What follows belongs to an exercise in optimizing a design on an open flow for small area and few clock cycles per item; a production flow would make more cautious choices.
Only simulation tests tie the RTL to the original design; equivalence was not proved.
The flow treats the clock pin as an ideal source, which a real chip does not have.
Power figures rest on the tool's default switching activity, not on a simulated workload.

==> flow/design.v <==
`timescale 1ns / 1ps
`default_nettype none
package ils_pkg;
    localparam int CMD_W   = 3;
    localparam int POS_W   = 5;
    localparam int WORD_W  = 32;
    localparam int COUNT_W = 5;
    localparam int STAT_W  = 2;
    localparam int IDX_W   = 5;
    localparam int DEPTH_DEFAULT = 31;
    localparam int IN_TDATA_W  = 40;
    localparam int OUT_TDATA_W = 40;
    localparam logic [CMD_W-1:0] CMD_APPEND  = 3'd0;
    localparam logic [CMD_W-1:0] CMD_READ    = 3'd1;
    localparam logic [CMD_W-1:0] CMD_REPLACE = 3'd2;
    localparam logic [CMD_W-1:0] CMD_REMOVE  = 3'd3;
    localparam logic [CMD_W-1:0] CMD_INSERT  = 3'd4;
    localparam logic [STAT_W-1:0] ST_DONE  = 2'd0;
    localparam logic [STAT_W-1:0] ST_FULL  = 2'd1;
    localparam logic [STAT_W-1:0] ST_RANGE = 2'd2;
endpackage
`default_nettype wire
`timescale 1ns / 1ps
`default_nettype none
module ils_cell #(
    parameter bit LEFT_SAME = 1'b0
) (
    input  wire                          i_clk,
    input  wire                          i_en,
    input  wire                          i_sv,
    input  wire                          i_nsv,
    input  wire  [ils_pkg::WORD_W-1:0]   i_x,
    input  wire  [ils_pkg::WORD_W-1:0]   i_left,
    output logic [ils_pkg::WORD_W-1:0]   o_q
);
    logic [ils_pkg::WORD_W-1:0] r_q;
    logic [ils_pkg::WORD_W-1:0] w_left;
    logic [ils_pkg::WORD_W-1:0] w_d;
    assign w_left = LEFT_SAME ? i_left : ~i_left;
    assign w_d    = (~i_x & {ils_pkg::WORD_W{~i_nsv}}) | (w_left & {ils_pkg::WORD_W{~i_sv}});
    always_ff @(posedge i_clk) begin
        if (i_en) begin
            r_q <= w_d;
        end
    end
    assign o_q = r_q;
endmodule
`default_nettype wire
`timescale 1ns / 1ps
`default_nettype none
module ils_chain #(
    parameter int DEPTH = ils_pkg::DEPTH_DEFAULT
) (
    input  wire                          i_clk,
    input  wire  [DEPTH-1:0]             i_en,
    input  wire  [DEPTH-1:0]             i_sv,
    input  wire  [DEPTH-1:0]             i_nsv,
    input  wire  [ils_pkg::WORD_W-1:0]   i_val,
    input  wire  [DEPTH-1:0]             i_rd_sel,    
    input  wire                          i_rd_odd,    
    output logic [ils_pkg::WORD_W-1:0]   o_rd_data
);
    localparam int W = ils_pkg::WORD_W;
    logic [W-1:0] w_q [DEPTH];
    logic [W-1:0] w_val_n;
    assign w_val_n = ~i_val;
    for (genvar g = 0; g < DEPTH; g++) begin : g_cell
        localparam int LEFT = (g == 0) ? DEPTH - 1 : g - 1;
        ils_cell #(
            .LEFT_SAME ((LEFT % 2) == (g % 2))
        ) u_cell (
            .i_clk  (i_clk),
            .i_en   (i_en[g]),
            .i_sv   (i_sv[g]),
            .i_nsv  (i_nsv[g]),
            .i_x    (((g % 2) == 0) ? w_val_n : i_val),
            .i_left (w_q[LEFT]),
            .o_q    (w_q[g])
        );
    end
    localparam int NE = (DEPTH + 1) / 2;         
    localparam int NO = DEPTH / 2;               
    localparam int GE = (NE + 2) / 3;
    localparam int GO = (NO + 2) / 3;
    logic [W-1:0] w_ne [GE];
    logic [W-1:0] w_no [GO];
    for (genvar g = 0; g < GE + GO; g++) begin : g_rd
        localparam int ODD = (g >= GE) ? 1 : 0;
        localparam int K   = (g >= GE) ? g - GE : g;
        localparam int N   = (g >= GE) ? NO : NE;
        localparam int C0  = 2 * (3 * K) + ODD;
        logic [W-1:0] w_n;
        if (3 * K + 3 <= N) begin : g_three
            ils_rd3 u_rd (
                .i_q0 (w_q[C0]),
                .i_s0 (i_rd_sel[C0]),
                .i_q1 (w_q[C0 + 2]),
                .i_s1 (i_rd_sel[C0 + 2]),
                .i_q2 (w_q[C0 + 4]),
                .i_s2 (i_rd_sel[C0 + 4]),
                .o_n  (w_n)
            );
        end else if (3 * K + 2 == N) begin : g_two
            ils_rd2 u_rd (
                .i_q0 (w_q[C0]),
                .i_s0 (i_rd_sel[C0]),
                .i_q1 (w_q[C0 + 2]),
                .i_s1 (i_rd_sel[C0 + 2]),
                .o_n  (w_n)
            );
        end else begin : g_one
            ils_rd1 u_rd (
                .i_q0 (w_q[C0]),
                .i_s0 (i_rd_sel[C0]),
                .o_n  (w_n)
            );
        end
        if (ODD == 1) begin : g_o
            assign w_no[K] = w_n;
        end else begin : g_e
            assign w_ne[K] = w_n;
        end
    end
    always_comb begin
        logic [W-1:0] e_and;
        logic [W-1:0] o_and;
        e_and = '1;
        for (int k = 0; k < GE; k++) e_and = e_and & w_ne[k];
        o_and = {W{i_rd_odd}};
        for (int k = 0; k < GO; k++) o_and = o_and & w_no[k];
        o_rd_data = ~e_and | o_and;
    end
endmodule
module ils_rd3 (
    input  wire  [ils_pkg::WORD_W-1:0] i_q0,
    input  wire                        i_s0,
    input  wire  [ils_pkg::WORD_W-1:0] i_q1,
    input  wire                        i_s1,
    input  wire  [ils_pkg::WORD_W-1:0] i_q2,
    input  wire                        i_s2,
    output logic [ils_pkg::WORD_W-1:0] o_n
);
    assign o_n = ~((i_q0 & {ils_pkg::WORD_W{i_s0}}) |
                   (i_q1 & {ils_pkg::WORD_W{i_s1}}) |
                   (i_q2 & {ils_pkg::WORD_W{i_s2}}));
endmodule
module ils_rd2 (
    input  wire  [ils_pkg::WORD_W-1:0] i_q0,
    input  wire                        i_s0,
    input  wire  [ils_pkg::WORD_W-1:0] i_q1,
    input  wire                        i_s1,
    output logic [ils_pkg::WORD_W-1:0] o_n
);
    assign o_n = ~((i_q0 & {ils_pkg::WORD_W{i_s0}}) |
                   (i_q1 & {ils_pkg::WORD_W{i_s1}}));
endmodule
module ils_rd1 (
    input  wire  [ils_pkg::WORD_W-1:0] i_q0,
    input  wire                        i_s0,
    output logic [ils_pkg::WORD_W-1:0] o_n
);
    assign o_n = ~(i_q0 & {ils_pkg::WORD_W{i_s0}});
endmodule
`default_nettype wire
`timescale 1ns / 1ps
`default_nettype none
module indexed_list_store_top #(
    parameter int DEPTH = ils_pkg::DEPTH_DEFAULT
) (
    input  wire                                 i_clk,
    input  wire                                 i_rst_n,
    input  wire  [ils_pkg::IN_TDATA_W-1:0]      s_axis_tdata,
    input  wire                                 s_axis_tvalid,
    output logic                                s_axis_tready,
    output logic [ils_pkg::OUT_TDATA_W-1:0]     m_axis_tdata,
    output logic                                m_axis_tvalid,
    input  wire                                 m_axis_tready
);
    localparam int IW = ils_pkg::IDX_W;
    localparam logic [IW-1:0] LAST = IW'(DEPTH - 1);
    function automatic logic [5:0] f_add31(input logic [4:0] x, input logic [4:0] y);
        logic [4:0] g, p, c;
        logic       cin;
        g   = x & y;
        p   = x ^ y;
        cin = g[4] | (p[4] & g[3]) | (p[4] & p[3] & g[2]) | (p[4] & p[3] & p[2] & g[1]) |
              (p[4] & p[3] & p[2] & p[1] & g[0]) | (&p);
        c[0] = cin;
        c[1] = g[0] | (p[0] & cin);
        c[2] = g[1] | (p[1] & g[0]) | (p[1] & p[0] & cin);
        c[3] = g[2] | (p[2] & g[1]) | (p[2] & p[1] & g[0]) | (p[2] & p[1] & p[0] & cin);
        c[4] = g[3] | (p[3] & g[2]) | (p[3] & p[2] & g[1]) | (p[3] & p[2] & p[1] & g[0]) |
               (p[3] & p[2] & p[1] & p[0] & cin);
        f_add31 = {cin, p ^ c};
    endfunction
    function automatic logic [31:0] f_ge(input logic [IW-1:0] x, input logic en);
        logic [7:0] hgt, heq;
        logic [3:0] lge;
        for (int k = 0; k < 8; k++) begin
            hgt[k] = en && (3'(k) > x[4:2]);
            heq[k] = en && (3'(k) == x[4:2]);
        end
        for (int m = 0; m < 4; m++) lge[m] = (2'(m) >= x[1:0]);
        for (int j = 0; j < 32; j++) f_ge[j] = hgt[j/4] || (heq[j/4] && lge[j%4]);
    endfunction
    function automatic logic [31:0] f_le(input logic [IW-1:0] x, input logic en);
        logic [7:0] hlt, heq;
        logic [3:0] lle;
        for (int k = 0; k < 8; k++) begin
            hlt[k] = en && (3'(k) < x[4:2]);
            heq[k] = en && (3'(k) == x[4:2]);
        end
        for (int m = 0; m < 4; m++) lle[m] = (2'(m) <= x[1:0]);
        for (int j = 0; j < 32; j++) f_le[j] = hlt[j/4] || (heq[j/4] && lle[j%4]);
    endfunction
    function automatic logic [31:0] f_dec(input logic [IW-1:0] x, input logic en);
        logic [7:0] h;
        logic [3:0] l;
        for (int k = 0; k < 8; k++) h[k] = en && (3'(k) == x[4:2]);
        for (int m = 0; m < 4; m++) l[m] = (2'(m) == x[1:0]);
        for (int j = 0; j < 32; j++) f_dec[j] = h[j/4] && l[j%4];
    endfunction
    logic [ils_pkg::CMD_W-1:0]  w_cmd;
    logic [ils_pkg::POS_W-1:0]  w_pos;
    logic [ils_pkg::WORD_W-1:0] w_val;
    logic                       w_accept;
    assign w_cmd    = s_axis_tdata[2:0];
    assign w_pos    = s_axis_tdata[7:3];
    assign w_val    = s_axis_tdata[39:8];
    assign w_accept = s_axis_tvalid && s_axis_tready;
    logic [IW-1:0]              r_len;
    logic [IW-1:0]              r_head;
    logic                       r_out_valid;
    logic [ils_pkg::STAT_W-1:0] r_status;
    logic                       r_rd;
    logic [IW-1:0]              r_rd_idx;
    logic w_full, w_pos_lt, w_pos_gt;
    logic w_app, w_rd, w_rep, w_rem, w_ins;
    logic [ils_pkg::STAT_W-1:0] w_status;
    logic [IW-1:0] w_len_n;
    logic [IW-1:0] w_head1;  
    logic [IW-1:0] w_a;      
    logic [IW-1:0] w_b;      
    logic [IW-1:0] w_p;
    logic [IW-1:0] w_q;
    logic          w_do_val;
    logic          w_do_en;
    assign w_full   = (r_len == IW'(DEPTH));
    assign w_pos_lt = (w_pos < r_len);
    assign w_pos_gt = (w_pos > r_len);
    always_comb begin
        w_app    = 1'b0;
        w_rd     = 1'b0;
        w_rep    = 1'b0;
        w_rem    = 1'b0;
        w_ins    = 1'b0;
        w_status = ils_pkg::ST_DONE;
        case (w_cmd)
            ils_pkg::CMD_APPEND: begin
                if (w_full) w_status = ils_pkg::ST_FULL;
                else        w_app    = 1'b1;
            end
            ils_pkg::CMD_READ: begin
                if (w_pos_lt) w_rd     = 1'b1;
                else          w_status = ils_pkg::ST_RANGE;
            end
            ils_pkg::CMD_REPLACE: begin
                if (w_pos_lt) w_rep    = 1'b1;
                else          w_status = ils_pkg::ST_RANGE;
            end
            ils_pkg::CMD_REMOVE: begin
                if (w_pos_lt) w_rem    = 1'b1;
                else          w_status = ils_pkg::ST_RANGE;
            end
            ils_pkg::CMD_INSERT: begin
                if (w_full)        w_status = ils_pkg::ST_FULL;
                else if (w_pos_gt) w_status = ils_pkg::ST_RANGE;
                else               w_ins    = 1'b1;
            end
            default: ;
        endcase
    end
    assign w_len_n  = (w_app || w_ins) ? r_len + 1'b1 :
                      w_rem            ? r_len - 1'b1 : r_len;
    logic w_a_wrap, w_b_wrap;
    assign w_head1  = (r_head == LAST) ? '0 : r_head + 1'b1;
    assign {w_a_wrap, w_a} = f_add31(r_head, w_pos);
    assign {w_b_wrap, w_b} = f_add31(r_head, r_len);
    assign w_p      = (w_cmd == ils_pkg::CMD_APPEND) ? w_b :
                      (w_cmd == ils_pkg::CMD_REMOVE) ? w_head1 : w_a;
    assign w_q      = (w_cmd == ils_pkg::CMD_APPEND || w_cmd == ils_pkg::CMD_INSERT) ? w_b : w_a;
    assign w_do_val = w_accept && (w_app || w_rep || w_ins);
    assign w_do_en  = w_accept && (w_app || w_rep || w_ins || (w_rem && (w_pos != '0)));
    logic [31:0]      w_ge_p;
    logic [31:0]      w_le_q;
    logic [31:0]      w_at_p;
    logic             w_wrap;
    logic [DEPTH-1:0] w_en;
    logic [DEPTH-1:0] w_sv;
    logic [DEPTH-1:0] w_nsv;
    assign w_ge_p = f_ge(w_p, w_do_en);
    assign w_le_q = f_le(w_q, w_do_en);
    assign w_at_p = f_dec(w_p, w_do_val);
    assign w_wrap = (w_cmd == ils_pkg::CMD_INSERT) ? (w_b_wrap && !w_a_wrap) :
                    (w_cmd == ils_pkg::CMD_REMOVE) ? (w_a_wrap && (r_head != LAST)) : 1'b0;
    for (genvar j = 0; j < DEPTH; j++) begin : g_ctl
        assign w_en[j]  = (w_ge_p[j] && w_le_q[j]) || (w_wrap && (w_ge_p[j] || w_le_q[j]));
        assign w_sv[j]  = w_at_p[j];
        assign w_nsv[j] = !w_at_p[j];
    end
    logic [31:0] w_rd_sel;
    assign w_rd_sel = f_dec(r_rd_idx, r_rd);
    logic [ils_pkg::WORD_W-1:0] w_rd_data;
    ils_chain #(
        .DEPTH (DEPTH)
    ) u_chain (
        .i_clk     (i_clk),
        .i_en      (w_en),
        .i_sv      (w_sv),
        .i_nsv     (w_nsv),
        .i_val     (w_val),
        .i_rd_sel  (w_rd_sel[DEPTH-1:0]),
        .i_rd_odd  (r_rd && r_rd_idx[0]),
        .o_rd_data (w_rd_data)
    );
    assign s_axis_tready = !r_out_valid || m_axis_tready;
    always_ff @(posedge i_clk) begin
        if (!i_rst_n) begin
            r_len       <= '0;
            r_head      <= '0;
            r_out_valid <= 1'b0;
        end else begin
            if (w_accept) begin
                r_len       <= w_len_n;
                r_out_valid <= 1'b1;
                if (w_rem) r_head <= w_head1;
            end else if (m_axis_tready) begin
                r_out_valid <= 1'b0;
            end
        end
    end
    always_ff @(posedge i_clk) begin
        if (w_accept) begin
            r_status <= w_status;
            r_rd     <= w_rd;
            r_rd_idx <= w_a;
        end
    end
    assign m_axis_tvalid = r_out_valid;
    assign m_axis_tdata  = {1'b0, r_status, r_len, w_rd_data};
endmodule
`default_nettype wire
==> flow/flow/run.sh <==
#!/bin/bash
# Layout flow: the standard synthesis, then the standard ORFS steps with
# a few settings changed (see the make variables below). Each step's full
# output goes to a log file in the work folder.
set -euo pipefail
W=$(pwd)
F=$W/flow
TARGET=${OWN_TARGET:-finish}

# The standard synthesis, unchanged.
bash standard.sh synth > "$W/log_1_synth.txt" 2>&1

# Floorplan to final layout.
#  REMOVE_ABC_BUFFERS: drop the buffers that synthesis put on high-fanout
#    nets; repair_design buffers them again from the placement.
#  BUFFER_PORTS_ARGS: every port still gets a buffer, a plain buf_2.
#  CTS_ARGS: leaf clusters of up to 30 flip-flops on clkbuf_16, no dummy loads.
bash standard.sh \
  REMOVE_ABC_BUFFERS=1 \
  BUFFER_PORTS_ARGS="-buffer_cell sky130_fd_sc_hd__buf_2" \
  CTS_ARGS="${OWN_CTS_ARGS:--sink_clustering_enable -repair_clock_nets -dont_use_dummy_load -buf_list sky130_fd_sc_hd__clkbuf_8 -sink_clustering_size 20 -sink_clustering_max_diameter 80}" \
  OWN_FLOW_DIR="$F" OWN_CLK_SLEW_PS=100 POST_RESIZE_TCL="$F/post_resize.tcl" POST_CTS_TCL="$F/post_cts.tcl" \
  "$TARGET" > "$W/log_2_layout.txt" 2>&1
==> flow/flow/downsize.tcl <==
# Downsize cells that drive more than they need to: for each combinational
# cell larger than the smallest drive strength, try the smaller drive strengths of the same cell, smallest first, and
# keep one when it adds no max slew or max capacitance violation and leaves
# the worst slack through the cell at least ds_margin (or no worse than it
# was). Only shrinks cells, so the placement stays legal.
proc ds_family_sizes { lib_cell_name } {
  if { ![regexp {^(sky130_fd_sc_hd__[a-z0-9]+)_([0-9]+)$} $lib_cell_name -> base size] } {
    return {}
  }
  set out {}
  foreach cell [get_lib_cells ${base}_*] {
    set n [get_name $cell]
    if { [regexp "^${base}_(\[0-9\]+)\$" $n -> s] && $s < $size && ![ds_dont_use $n] } {
      lappend out [list $s $n]
    }
  }
  return [lsort -integer -index 0 $out]
}

proc ds_dont_use { name } {
  foreach pat $::env(DONT_USE_CELLS) {
    if { [string match $pat $name] } { return 1 }
  }
  return 0
}

proc ds_inst_slack { inst } {
  set worst 1e30
  foreach pin [get_pins -of_objects $inst] {
    if { [catch { set s [get_property $pin slack_max] }] } { continue }
    if { [string is double -strict $s] && $s < $worst } { set worst $s }
  }
  return $worst
}

proc downsize_cells { ds_margin } {
  set nslew [sta::max_slew_violation_count]
  set ncap [sta::max_capacitance_violation_count]
  set changed 0
  set saved 0.0
  foreach inst [get_cells *] {
    if { [catch { set cell [get_property $inst liberty_cell] }] || $cell eq "" || $cell eq "NULL" } { continue }
    set cname [get_name $cell]
    if { [string match "*df*" $cname] || [string match "*clkbuf*" $cname] || [string match "*conb*" $cname] } { continue }
    if { [regexp {_1$} $cname] || [regexp {_0$} $cname] } { continue }
    set fam [ds_family_sizes $cname]
    if { [llength $fam] == 0 } { continue }
    set s0 [ds_inst_slack $inst]
    set need [expr { $s0 < $ds_margin ? $s0 : $ds_margin }]
    set a0 [get_property $cell area]
    foreach c $fam {
      set cand [lindex $c 1]
      replace_cell $inst $cand
      estimate_parasitics -placement
      if { [sta::max_slew_violation_count] <= $nslew && [sta::max_capacitance_violation_count] <= $ncap && [ds_inst_slack $inst] >= $need } {
        incr changed
        set saved [expr { $saved + $a0 - [get_property [get_lib_cells $cand] area] }]
        break
      }
      replace_cell $inst $cname
      estimate_parasitics -placement
    }
  }
  puts "downsize_cells: $changed cells made smaller, [format %.1f $saved] um2 saved"
}
==> flow/flow/post_cts.tcl <==
# After CTS: upsize the clock buffers whose flip-flops see a slow clock edge,
# then legalize, then shrink logic that repair_timing made larger than needed.
source $::env(OWN_FLOW_DIR)/downsize.tcl
estimate_parasitics -placement

proc clk_net_max_slew { inst } {
  set worst 0.0
  foreach pin [get_pins -of_objects $inst -filter "direction==output"] {
    foreach load [get_pins -of_objects [get_nets -of_objects $pin] -filter "direction==input"] {
      foreach a {slew_max_rise slew_max_fall} {
        if { [catch { set s [get_property $load $a] }] } { continue }
        if { [string is double -strict $s] && $s > $worst } { set worst $s }
      }
    }
  }
  return $worst
}

set clk_up {sky130_fd_sc_hd__clkbuf_1 sky130_fd_sc_hd__clkbuf_2 sky130_fd_sc_hd__clkbuf_4 sky130_fd_sc_hd__clkbuf_8 sky130_fd_sc_hd__clkbuf_16}
set limit [expr { $::env(OWN_CLK_SLEW_PS) / 1000.0 }]
for { set pass 0 } { $pass < 3 } { incr pass } {
  set n 0
  foreach inst [get_cells *] {
    if { [catch { set cell [get_name [get_property $inst liberty_cell]] }] } { continue }
    set i [lsearch $clk_up $cell]
    if { $i < 0 || $i == [llength $clk_up] - 1 } { continue }
    if { [clk_net_max_slew $inst] > $limit } {
      replace_cell $inst [lindex $clk_up [expr { $i + 1 }]]
      incr n
    }
  }
  puts "clock buffers upsized in pass $pass: $n"
  if { $n == 0 } { break }
}
detailed_placement
check_placement -verbose
estimate_parasitics -placement
downsize_cells 0.3
==> flow/flow/post_resize.tcl <==
# After repair_design: shrink oversized buffers and gates.
source $::env(OWN_FLOW_DIR)/downsize.tcl
estimate_parasitics -placement
downsize_cells 0.3
==> flow/standard.sh <==
#!/bin/bash
# synth_recipe.tcl (not shown) runs the flow's synth.tcl, then flattens the netlist and writes it again
# the make line also repeats each setting of config.mk as NAME=value (left out here)
make -C /OpenROAD-flow-scripts/flow DESIGN_CONFIG=/design/flow/config.mk WORK_HOME=/design/flow/orfs CLKGATE_MAP_FILE= SYNTH_SCRIPT=/design/flow/synth_recipe.tcl "${@:-finish}"
==> flow/config.mk <==
export PLATFORM = sky130hd
export DESIGN_NAME = indexed_list_store_top
export DESIGN_NICKNAME = indexed_list_store_top
export VERILOG_FILES = /design/flow/design.v
export SDC_FILE = /design/flow/constraint.sdc
export NUM_CORES = 8
export LEC_CHECK = 0
export CAP_MARGIN = 0
export CORE_MARGIN = 2
export CORE_UTILIZATION = 55
export GPL_TIMING_DRIVEN = 0
export SETUP_SLACK_MARGIN = 0.15
export SLEW_MARGIN = 0
export SYNTH_HIERARCHICAL = 1
export SYNTH_MINIMUM_KEEP_SIZE = 0
==> flow/constraint.sdc <==
create_clock -name core_clock -period 5.5 [get_ports {i_clk}]
set_input_delay 1.1000 -clock core_clock [delete_from_list [all_inputs] [get_ports {i_clk}]]
set_output_delay 1.1000 -clock core_clock [all_outputs]
set_load 0.01 [all_outputs]
==> summary.txt <==
## sequential cells by signal, indices dropped and copies added, names as in the netlist
register,flops
r_head,5
r_out_valid,1
u_chain.g_cell.u_cell.r_q,992
r_status,2
r_rd,1
r_len,5
r_rd_idx,5
## critical path, delay by kind of cell, from the launching register on
family          cells  cell delay [ns]
flops               1             0.45
compound gates      2             1.51
buf+inv             2             0.54
simple gates        4             1.37
## power breakdown
part,internal [mW],switching [mW],total (mW),leakage [nW]
clock network,1.79,2.52,4.31,0.689
logic,0.176,0.714,0.890,4.78
registers,8.39,0.0318,8.42,9.09
## stage by stage
stage                     hold slack, ns  total power, mW
after floorplan                   0.5187            8.982
after global placement            0.5166            9.396
after detailed placement          0.5395            9.423
final                             0.5494            13.62
after global routing              0.5831            13.83
## layout make-up
cell class                 count  area (sq um)  share of cell area [%]
antenna                       11         27.53                 0.05623
sequential                  1011         30250                   61.80
tap                         1144          1431                   2.924
timing repair buffer         224          1485                   3.034
clock buffer                  58          1395                   2.850
multi-input combinational   1986         14020                   28.64
inverter                      88         342.8                  0.7004
## synthesized netlist by cell type, types with 3 or more instances
cell type and instances:
nor3_1 12, edfxtp_1 1000, o211ai_2 30, buf_4 32
o22ai_1 1002, inv_1 87, nor4_1 4, or3_1 5
nand4_1 35, or2_2 4, a21boi_0 6, dfxtp_1 11
clkbuf_1 12, a31oi_1 5, nor2_1 104, a222oi_1 320
a21oi_1 33, fa_1 3, xnor2_1 6, buf_6 162
and4_1 34, mux2_2 3, a211oi_1 8, o21ai_1 5
maj3_2 7, and2_1 8, and3_1 12, o21ai_0 25
o21a_1 9, ha_1 20, o211ai_1 6, nand3_1 21
nand2_1 136, nand2b_1 9, and2_0 31, o2111ai_1 3
buf_2 103, maj3_1 10, a21o_1 7, nor2b_1 6
nor3b_1 3
## metal layers
metal / wire length [microns] / vias to the layer above / part of all wire (%) / track usage [%]
met5: 650 / - / 0.30 / 4.601
met4: 13320 / 20 / 6.2 / 23.00
met3: 43280 / 1060 / 20 / 25.50
met2: 87190 / 5009 / 41 / 65.55
met1: 70390 / 19689 / 33 / 60.42
li1: - / 14685 / - / -
## cell families after synthesis
| family | synth area share [%] |
|---|---|
| compound gates | 23.15 |
| flops | 64.40 |
| simple gates | 4.760 |
| buf+inv | 6.311 |
| fa+ha+maj | 1.042 |
| xor+xnor | 0.1305 |
| mux | 0.2024 |
| other cells | 0.007984 |
## Yosys stat by module, one instance, submodules excluded, excerpt
module | cells | times used | flip-flops and latches
indexed_list_store_top | 554 | 1 | 19
ils_rd1 | 35 | 1 | 0
ils_rd3 | 41 | 10 | 0
## path summary, 6_finish.rpt
| check | slack, ns | cells past startpoint | startpoint | end |
|---|---|---|---|---|
| worst max-delay path | -0.12 | 8 | r_rd_idx[2]$_DFFE_PP_ | m_axis_tdata[9] |
| worst min-delay path | 0.55 | 2 | r_out_valid$_SDFFE_PN0P_ | r_out_valid$_SDFFE_PN0P_ |
| worst max register to register | 0.16 | 12 | r_head[0]$_SDFFE_PN0P_ | u_chain.g_cell[17].u_cell.r_q[22]$_DFFE_PP_ |
| worst min register to register | 0.55 | 2 | r_out_valid$_SDFFE_PN0P_ | r_out_valid$_SDFFE_PN0P_ |
==> results_dict.tcl <==
set metrics [dict create \
    grt_pass1_vias 37571 \
    setup_violations 3 \
    fmax_mhz 178.1 \
    violations "max-capacitance violations, max-slew violations, negative setup slack" \
    instances_no_fill 4522 \
    worstSetupStartpointType "flip-flop" \
    initial_core_util_pct 55.34 \
    placed_area_sq_um 48090 \
    fin_crit_ns 5.616 \
    post-route-util_pct 57.67 \
    ioPinCount 86 \
    ys_top_cells_by_area "edfxtp_1 64%, o22ai_1 13%, a222oi_1 6.8%" \
    drv_cap 1 \
    vias 40463 \
    critPathArrivalTime_ns 4.52 \
    grt_overflow 0 \
    avgSynthCellArea_sq_um 13.84 \
    period_share_pct 102.1 \
    yosys.area.top_type "edfxtp_1" \
    hpwlAfterDp_microns 142800 \
    worstSetupPathType "flip-flop to primary output" \
    seq_area_frac_synth_pct 64.40 \
    grt_max_degree 33 \
    finalMaxSlewViolations 35 \
    routed_wl_microns 214800 \
    powerDensity_nw_per_um2 278.2 \
    cp-end-kind "primary output" \
    grt_pass1_wl_microns 290700 \
    synth_top_flop_cell "edfxtp_1" \
    rows 107 \
    slowest_delay_ns 1.32 \
    clk_latency_ns 0.68 \
    design_area_sq_um 48950 \
    critical_path.slowest_cell "a222oi_1" \
    wire_per_inst_microns 47.51 \
    preCtsSetupSlack_ns -1.331 \
    cp.required_ns 4.40 \
    ys_async_sr_fraction_pct 0 \
    hold_path.class "flip-flop to flip-flop" \
    fin_tns_setup_ns -0.1560 \
    core_area_sq_um 84880 \
    grt_use_total_pct 47.51 \
    crit_path_max_fanout 20 \
    ys_seq_elements 1011 \
    area_growth_syn_to_layout_pct 4.214 \
    clkTransAtPathRegs_ns 0.09 \
    die_w_microns 296.2 \
    rsz0062_at_grt "true" \
    hold_viol 0 \
    die_h_microns 296.2 \
    worstPathCellList "nor2b_1 -> nand3_1 -> nor2_4 -> buf_2 -> a222oi_1 -> and4_1 -> o211ai_1 -> buf_1" \
    yosysTopAreaCellShare_pct 63.93 \
    drive_gt1_share_pct 10.01 \
    p_leak_nw 14.56 \
    yosysWarnings 15 \
    maxSlewHeadroom_pct -4.012 \
    die-area_sq_um 87750 \
    first_iter_violations 11401 \
    antenna_found_initial 10 \
    placed_cells 4432 \
    detail-route-antenna-nets 0 \
    drcViolationCount 0 \
    synth_cell_types 88 \
    clock_sinks 1011 \
    synthesis.area_sq_um 46970 \
    ir_drop_mv 0.2584 \
    final_common_cell "o22ai_1" \
    nFillCells 6951 \
    syn_inst 3395 \
    gp_congestion 0.9809 \
    cts_tree "yes" \
    status "finished with violations" \
    skew_ns 0.05621 \
    setup_ws_ns -0.1163 \
    fin_nets 3436 \
    drt-vias-per-instance 8.948 \
    port-buffer-count 84 \
    drtPass1Iterations 15 \
    synth_edf_count 1000 \
    layout_common_cells "1001 x o22ai_1, 1000 x edfxtp_1, 320 x a222oi_1" \
    worst_pin_slew_ns 1.560 \
]
Testbench counts, summed over its fixed seeds: cycles 24,008, items 24,000.

[afterwards: timing with drivers on the ports]
The results above use ideal ports. As a check the final layout listed here was re-extracted and re-timed, cells and wires unchanged.
Step 1: set_driving_cell puts a clkbuf_16 on i_clk and a buf_2 on each other input, an assumption about the parent block.
Step 2 adds t to the input delays and takes it off the output delays; t is the mean of the earliest and latest rising clock arrival at the registers after step 1. Input paths then give back, and output paths get back, about the clock's delay inside the block.
Three values: no drivers, after step 1, after step 2; two values: the first two.
t, ns: 0.715
setup WS [ns]: -0.116 / -0.184 / -0.601
hold WS [ns]: 0.549 / 0.549 / 0.549
cell pins on the clock port's net: 1
The setup slack of this run moves by -0.068 ns with the drivers and by -0.485 ns with both steps.
